This is an optimization exercise on Yosys and OpenROAD, whose aim is a short achievable clock period, not a production implementation. Only simulation tests tie the RTL to the original design; equivalence was not proved. No activity file was given, so power comes from the tool's default toggle rates.

## run a
==> flow/design.v <==
module instr_mem_ctrl #(
  parameter int DATA_WIDTH = 32,
  parameter int ADDR_WIDTH = 32,
  parameter int DEPTH      = 64
) (
  input  logic                   clk,
  input  logic                   reset,
  input  logic                   load_start,
  input  logic                   load_valid,
  output logic                   load_ready,
  input  logic [DATA_WIDTH-1:0]  load_data,
  input  logic                   load_last,
  output logic [$clog2(DEPTH):0] load_count,
  input  logic                   fetch_valid,
  input  logic [ADDR_WIDTH-1:0]  fetch_addr,
  output logic                   fetch_ready,
  output logic                   instr_valid,
  output logic [DATA_WIDTH-1:0]  instr_out,
  output logic                   instr_fault,
  output logic                   busy
);
  localparam int IDXW = $clog2(DEPTH);
  logic                  st_clear;
  logic [DEPTH-1:0]      ptr_oh;         
  logic                  ptr_last;
  logic                  do_wr;
  logic                  load_done;
  logic                  run_nxt;
  logic [DATA_WIDTH-1:0] wr_data;
  logic [DATA_WIDTH-1:0] mem [DEPTH];
  assign ptr_last  = ptr_oh[DEPTH-1];
  assign do_wr     = st_clear || (load_ready && load_valid);
  assign load_done = load_ready && load_valid && (load_last || ptr_last);
  assign run_nxt   = (st_clear && ptr_last) || (fetch_ready && !load_start) || load_done;
  assign wr_data   = load_ready ? load_data : '0;
  always_ff @(posedge clk or negedge reset) begin
    if (!reset) begin
      st_clear    <= 1'b1;
      fetch_ready <= 1'b0;
      load_ready  <= 1'b0;
      busy        <= 1'b1;
      ptr_oh      <= DEPTH'(1);
      load_count  <= '0;
      instr_valid <= 1'b0;
    end else begin
      st_clear    <= st_clear && !ptr_last;
      fetch_ready <= run_nxt;
      load_ready  <= (fetch_ready && load_start) || (load_ready && !load_done);
      busy        <= !run_nxt;
      if (fetch_ready && load_start)
        ptr_oh <= DEPTH'(1);
      else if (do_wr)
        ptr_oh <= {ptr_oh[DEPTH-2:0], ptr_oh[DEPTH-1]};
      if (fetch_ready && load_start)
        load_count <= '0;
      else if (load_ready && load_valid)
        load_count <= load_count + 1'b1;
      instr_valid <= fetch_valid && fetch_ready;
    end
  end
  always_ff @(posedge clk) begin
    for (int w = 0; w < DEPTH; w++)
      if (do_wr && ptr_oh[w]) mem[w] <= wr_data;
  end
  logic [IDXW-1:0] fetch_idx;
  logic            addr_fault;
  assign fetch_idx  = fetch_addr[IDXW+1:2];
  assign addr_fault = (fetch_addr[1:0] != 2'b00) || (fetch_addr[ADDR_WIDTH-1:IDXW+2] != '0);
  always_ff @(posedge clk) begin
    instr_out   <= addr_fault ? '0 : mem[fetch_idx];
    instr_fault <= addr_fault;
  end
endmodule
==> flow/config.mk <==
export PLATFORM = sky130hd
export DESIGN_NAME = instr_mem_ctrl
export DESIGN_NICKNAME = instr_mem_ctrl
export VERILOG_FILES = /design/flow/design.v
export SDC_FILE = /design/flow/constraint.sdc
export NUM_CORES = 4
export LEC_CHECK = 0
export CAP_MARGIN = 20
export CORE_MARGIN = 2
export CORE_UTILIZATION = 40
export SLEW_MARGIN = 20
==> flow/constraint.sdc <==
create_clock -name core_clock -period 4.0 [get_ports {clk}]
set_input_delay 0.8000 -clock core_clock [delete_from_list [all_inputs] [get_ports {clk}]]
set_output_delay 0.8000 -clock core_clock [all_outputs]
set_load 0.01 [all_outputs]
run.sh (not shown) runs the stock make flow with config.mk's settings and CLKGATE_MAP_FILE= SYNTH_SCRIPT=/design/flow/synth_recipe.tcl, a recipe that flattens the netlist after the stock synthesis.
[inputs] run b vs run a
==> flow/design.v <==
module instr_mem_ctrl #(
  parameter int DATA_WIDTH = 32,
  parameter int ADDR_WIDTH = 32,
  parameter int DEPTH      = 64
) (
  input  logic                   clk,
  input  logic                   reset,
  input  logic                   load_start,
  input  logic                   load_valid,
  output logic                   load_ready,
  input  logic [DATA_WIDTH-1:0]  load_data,
  input  logic                   load_last,
  output logic [$clog2(DEPTH):0] load_count,
  input  logic                   fetch_valid,
  input  logic [ADDR_WIDTH-1:0]  fetch_addr,
  output logic                   fetch_ready,
  output logic                   instr_valid,
  output logic [DATA_WIDTH-1:0]  instr_out,
  output logic                   instr_fault,
  output logic                   busy
);
  localparam int IDXW  = $clog2(DEPTH);
  localparam int RD_S  = 1;              
  localparam int RD_N  = 1 << RD_S;
  localparam int GRP   = DEPTH / RD_N;
  logic                  st_clear;
  logic [DEPTH-1:0]      ptr_oh;         
  logic                  ptr_last;
  logic [DEPTH-1:0]      wr_sel;         
  logic [DATA_WIDTH-1:0] wr_data;        
  logic [DATA_WIDTH-1:0] mem      [DEPTH];
  logic [DATA_WIDTH-1:0] mem_nxt  [DEPTH];
  logic                  do_wr;
  logic                  load_done;
  assign ptr_last  = ptr_oh[DEPTH-1];
  assign do_wr     = st_clear || (load_ready && load_valid);
  assign load_done = load_ready && load_valid && (load_last || ptr_last);
  always_ff @(posedge clk or negedge reset) begin
    if (!reset) begin
      st_clear    <= 1'b1;
      fetch_ready <= 1'b0;
      load_ready  <= 1'b0;
      busy        <= 1'b1;
      ptr_oh      <= DEPTH'(1);
      load_count  <= '0;
      wr_sel      <= '0;
      instr_valid <= 1'b0;
    end else begin
      st_clear    <= st_clear && !ptr_last;
      fetch_ready <= (st_clear && ptr_last) || (fetch_ready && !load_start) || load_done;
      load_ready  <= (fetch_ready && load_start) || (load_ready && !load_done);
      busy        <= !((st_clear && ptr_last) || (fetch_ready && !load_start) || load_done);
      if (fetch_ready && load_start)
        ptr_oh <= DEPTH'(1);
      else if (do_wr)
        ptr_oh <= {ptr_oh[DEPTH-2:0], ptr_oh[DEPTH-1]};
      if (fetch_ready && load_start)
        load_count <= '0;
      else if (load_ready && load_valid)
        load_count <= load_count + 1'b1;
      wr_sel      <= do_wr ? ptr_oh : '0;
      instr_valid <= fetch_valid && fetch_ready;
    end
  end
  always_ff @(posedge clk) begin
    if (!fetch_ready)
      wr_data <= st_clear ? '0 : load_data;
  end
  always_comb begin
    for (int w = 0; w < DEPTH; w++)
      mem_nxt[w] = wr_sel[w] ? wr_data : mem[w];
  end
  always_ff @(posedge clk) begin
    for (int w = 0; w < DEPTH; w++)
      mem[w] <= mem_nxt[w];
  end
  logic [IDXW-1:0]       fetch_idx;
  logic                  addr_fault;
  logic [DATA_WIDTH-1:0] cand   [RD_N];
  logic [RD_N-1:0]       rd_sel;
  assign fetch_idx  = fetch_addr[IDXW+1:2];
  assign addr_fault = (fetch_addr[1:0] != 2'b00) || (fetch_addr[ADDR_WIDTH-1:IDXW+2] != '0);
  always_ff @(posedge clk) begin
    for (int j = 0; j < RD_N; j++) begin
      cand[j]   <= mem_nxt[{fetch_idx[IDXW-1:RD_S], RD_S'(j)}];
      rd_sel[j] <= !addr_fault && (fetch_idx[RD_S-1:0] == RD_S'(j));
    end
    instr_fault <= addr_fault;
  end
  always_comb begin
    instr_out = '0;
    for (int j = 0; j < RD_N; j++)
      instr_out = instr_out | (cand[j] & {DATA_WIDTH{rd_sel[j]}});
  end
endmodule
--- outcome ---
- Run a has lower summed instance area of the synthesized netlist than run b.
- Delta (run b minus run a): worst hold slack after final layout decreased by 0.035 ns relative to the old numbers, synthesis-to-finish area growth went down by 5.8 points, routed wire length down 12%, wire length of the first global-routing pass decreased by 2300 µm relative to the old numbers.
- Sequential cell count ends up lower on run a.
- Compared to run a, run b was floorplanned on a bigger die.
- Taking run a as the reference, in run b worst slack after detailed placement picked up an extra 0.32 ns, number of cells in the design after placement picked up an extra about 50%, normalized max-slew margin lost 9.6 points.

========
Another version of the RTL of instr_mem_ctrl (not shown whole).
Size: ~3900 cells after synthesis, roughly 2200 flip-flops, about 85000 sq um of cells after synthesis.
==> module instr_mem_ctrl, before the edit <==
module instr_mem_ctrl #(
  parameter int DATA_WIDTH = 32,
  parameter int ADDR_WIDTH = 32,
  parameter int DEPTH      = 64
) (
  input  logic                   clk,
  input  logic                   reset,
  input  logic                   load_start,
  input  logic                   load_valid,
  output logic                   load_ready,
  input  logic [DATA_WIDTH-1:0]  load_data,
  input  logic                   load_last,
  output logic [$clog2(DEPTH):0] load_count,
  input  logic                   fetch_valid,
  input  logic [ADDR_WIDTH-1:0]  fetch_addr,
  output logic                   fetch_ready,
  output logic                   instr_valid,
  output logic [DATA_WIDTH-1:0]  instr_out,
  output logic                   instr_fault,
  output logic                   busy
);
  localparam int IDXW = $clog2(DEPTH);
  localparam int CNTW = IDXW + 1;
  logic                  st_clear, st_run, st_load;
  logic                  clear_nxt, run_nxt, load_nxt;
  logic                  busy_n;
  logic [DEPTH-1:0]      ptr_oh;         
  logic                  ptr_last;
  logic                  go_load;
  logic                  do_load;
  logic                  do_wr;
  logic                  load_done;
  logic [CNTW-1:0]       cnt;            
  logic [DATA_WIDTH-1:0] wr_data;
  logic [DATA_WIDTH-1:0] mem [DEPTH];
  assign ptr_last  = ptr_oh[DEPTH-1];
  assign go_load   = st_run && load_start;
  assign do_load   = st_load && load_valid;
  assign do_wr     = st_clear || do_load;
  assign load_done = do_load && (load_last || ptr_last);
  assign clear_nxt = st_clear && !ptr_last;
  assign run_nxt   = (st_clear && ptr_last) || (st_run && !load_start) || load_done;
  assign load_nxt  = go_load || (st_load && !load_done);
  assign wr_data   = st_load ? load_data : '0;
  assign busy      = !busy_n;
  always_ff @(posedge clk or negedge reset) begin
    if (!reset) begin
      st_clear    <= 1'b1;
      st_run      <= 1'b0;
      st_load     <= 1'b0;
      fetch_ready <= 1'b0;
      load_ready  <= 1'b0;
      busy_n      <= 1'b0;
      ptr_oh      <= DEPTH'(1);
      cnt         <= '0;
      load_count  <= '0;
      instr_valid <= 1'b0;
    end else begin
      st_clear    <= clear_nxt;
      st_run      <= run_nxt;
      st_load     <= load_nxt;
      fetch_ready <= !(clear_nxt || load_nxt);
      load_ready  <= !(clear_nxt || run_nxt);
      busy_n      <= st_clear ? ptr_last : !load_nxt;
      if (go_load)
        ptr_oh <= DEPTH'(1);
      else if (do_wr)
        ptr_oh <= {ptr_oh[DEPTH-2:0], ptr_oh[DEPTH-1]};
      cnt         <= go_load ? '0 : cnt + CNTW'(do_load);
      if (go_load)
        load_count <= '0;
      else if (do_load)
        load_count <= cnt + 1'b1;
      instr_valid <= fetch_valid && st_run;
    end
  end
  always_ff @(posedge clk) begin
    for (int w = 0; w < DEPTH; w++)
      if (do_wr && ptr_oh[w]) mem[w] <= wr_data;
  end
  logic [IDXW-1:0]       fetch_idx;
  logic                  addr_fault;
  logic [DATA_WIDTH-1:0] rd_word;
  assign fetch_idx  = fetch_addr[IDXW+1:2];
  assign addr_fault = (fetch_addr[1:0] != 2'b00) || (fetch_addr[ADDR_WIDTH-1:IDXW+2] != '0);
  for (genvar b = 0; b < DATA_WIDTH; b++) begin : g_rd
    logic [DEPTH-1:0] col;
    for (genvar w = 0; w < DEPTH; w++) begin : g_col
      assign col[w] = mem[w][b];
    end
    imem_rd_slice #(.DEPTH(DEPTH)) u_rd (
      .bits(col), .idx(fetch_idx), .fault(addr_fault), .y(rd_word[b])
    );
  end
  always_ff @(posedge clk) begin
    instr_out   <= rd_word;
    instr_fault <= addr_fault;
  end
endmodule
export LEC_CHECK = 0
export CAP_MARGIN = 20
export CORE_MARGIN = 2
export CORE_UTILIZATION = 35
export PLACE_DENSITY = 0.45
export SETUP_SLACK_MARGIN = 2.2
export SLEW_MARGIN = 20
export SYNTH_HIERARCHICAL = 1
export TNS_END_PERCENT = 10
create_clock -name core_clock -period 4.0 [get_ports {clk}]
standard.sh (not shown) runs the stock make flow with config.mk's settings and CLKGATE_MAP_FILE= SYNTH_SCRIPT=/design/flow/synth_recipe.tcl, a recipe that flattens the netlist after the stock synthesis.
==> flow/flow/run.sh <==
#!/bin/bash
set -euo pipefail
DU=$(make -s -C "$FLOW_HOME" DESIGN_CONFIG="$PWD/config.mk" WORK_HOME="$PWD/orfs" print-DONT_USE_CELLS \
     | sed -n 's/^DONT_USE_CELLS: //p')
[[ -n "$DU" ]] || { echo "could not read DONT_USE_CELLS" >&2; exit 1; }
bash standard.sh "DONT_USE_CELLS=$DU sky130_fd_sc_hd__a222oi_1" finish > flow_make.log 2>&1
Change:
--- a/flow/design.v
+++ b/flow/design.v
@@ -33,26 +33,25 @@
   localparam int CNTW = IDXW + 1;
   logic                  st_clear, st_run, st_load;
   logic                  clear_nxt, run_nxt, load_nxt;
   logic                  busy_n;
-  logic [DEPTH-1:0]      ptr_oh;         
-  logic                  ptr_last;
+  logic [DEPTH-1:0]      clr_ptr;        
+  logic [DEPTH-1:0]      ld_ptr;         
   logic                  go_load;
   logic                  do_load;
-  logic                  do_wr;
   logic                  load_done;
   logic [CNTW-1:0]       cnt;            
   logic [DATA_WIDTH-1:0] wr_data;
+  logic [DEPTH-1:0]      wr_en;
   logic [DATA_WIDTH-1:0] mem [DEPTH];
-  assign ptr_last  = ptr_oh[DEPTH-1];
   assign go_load   = st_run && load_start;
   assign do_load   = st_load && load_valid;
-  assign do_wr     = st_clear || do_load;
-  assign load_done = do_load && (load_last || ptr_last);
-  assign clear_nxt = st_clear && !ptr_last;
-  assign run_nxt   = (st_clear && ptr_last) || (st_run && !load_start) || load_done;
+  assign load_done = do_load && (load_last || ld_ptr[DEPTH-1]);
+  assign clear_nxt = st_clear && !clr_ptr[DEPTH-1];
+  assign run_nxt   = (st_clear && clr_ptr[DEPTH-1]) || (st_run && !load_start) || load_done;
   assign load_nxt  = go_load || (st_load && !load_done);
   assign wr_data   = st_load ? load_data : '0;
+  assign wr_en     = clr_ptr | (ld_ptr & {DEPTH{load_valid}});
   assign busy      = !busy_n;
   always_ff @(posedge clk or negedge reset) begin
     if (!reset) begin
       st_clear    <= 1'b1;
@@ -60,9 +59,10 @@
       st_load     <= 1'b0;
       fetch_ready <= 1'b0;
       load_ready  <= 1'b0;
       busy_n      <= 1'b0;
-      ptr_oh      <= DEPTH'(1);
+      clr_ptr     <= DEPTH'(1);
+      ld_ptr      <= '0;
       cnt         <= '0;
       load_count  <= '0;
       instr_valid <= 1'b0;
     end else begin
@@ -70,13 +70,14 @@
       st_run      <= run_nxt;
       st_load     <= load_nxt;
       fetch_ready <= !(clear_nxt || load_nxt);
       load_ready  <= !(clear_nxt || run_nxt);
-      busy_n      <= st_clear ? ptr_last : !load_nxt;
+      busy_n      <= st_clear ? clr_ptr[DEPTH-1] : !load_nxt;
+      clr_ptr     <= {clr_ptr[DEPTH-2:0], 1'b0};
       if (go_load)
-        ptr_oh <= DEPTH'(1);
-      else if (do_wr)
-        ptr_oh <= {ptr_oh[DEPTH-2:0], ptr_oh[DEPTH-1]};
+        ld_ptr <= DEPTH'(1);
+      else if (load_valid)
+        ld_ptr <= load_last ? '0 : {ld_ptr[DEPTH-2:0], 1'b0};
       cnt         <= go_load ? '0 : cnt + CNTW'(do_load);
       if (go_load)
         load_count <= '0;
       else if (do_load)
@@ -85,9 +86,9 @@
     end
   end
   always_ff @(posedge clk) begin
     for (int w = 0; w < DEPTH; w++)
-      if (do_wr && ptr_oh[w]) mem[w] <= wr_data;
+      if (wr_en[w]) mem[w] <= wr_data;
   end
   logic [IDXW-1:0]       fetch_idx;
   logic                  addr_fault;
   logic [DATA_WIDTH-1:0] rd_word;
Result: The new run completed without violations; setup slack improved by 0.032 ns; routed wire length rose by 0.38%; design area rose by 0.66%; register-to-register slack improved by 0.20 ns; area after synthesis rose by 1.9%; clock power fell by about 2%; die area rose by 1.8%; cell count hardly moves; synthesized cell count fell by 1.6%; maximum frequency rose by 1.4%; count of clock-buffer cells in the layout rose by 26; hold slack got worse by 0.16 ns.

## port drivers added, routing unchanged
The flow's constraints put no driver on any port. The routed layouts listed below were extracted and timed again, unchanged, in two steps. Step 1 sets driving cells, clkbuf_16 on the clock port and buf_2 on the other inputs (assumed; they add their load-dependent delay and slew). Step 2 also shifts input and output timing later by t, the mid clock arrival at the registers, as if the neighbouring blocks saw the same clock. Three values: no drivers, after step 1, after step 2; two values: the first two.
run	shift t [ns]	setup WS [ns]	worst hold slack (ns)	worst data-port slew with drivers (ns)	pins driven straight from the clock port
run a	0.948	0.540 / 0.542 / -0.406	0.078 / 0.018 / 0.425	0.09	1
run b	0.952	0.085 / -0.009 / 0.174	0.044 / -0.010 / 0.453	0.14	1
the first run of note 2	0.957	1.742 / 1.665 / 0.708	0.488 / 0.418 / 0.524	0.17	1
the second run of note 2	0.946	1.775 / 1.614 / 0.669	0.333 / 0.333 / 0.333	0.54	1
Met with ideal ports but missed after step 2: setup timing in run a. For the second run of note 2, which loses most, drivers alone change the setup slack by -0.161 ns; drivers and shift together by -1.106 ns.
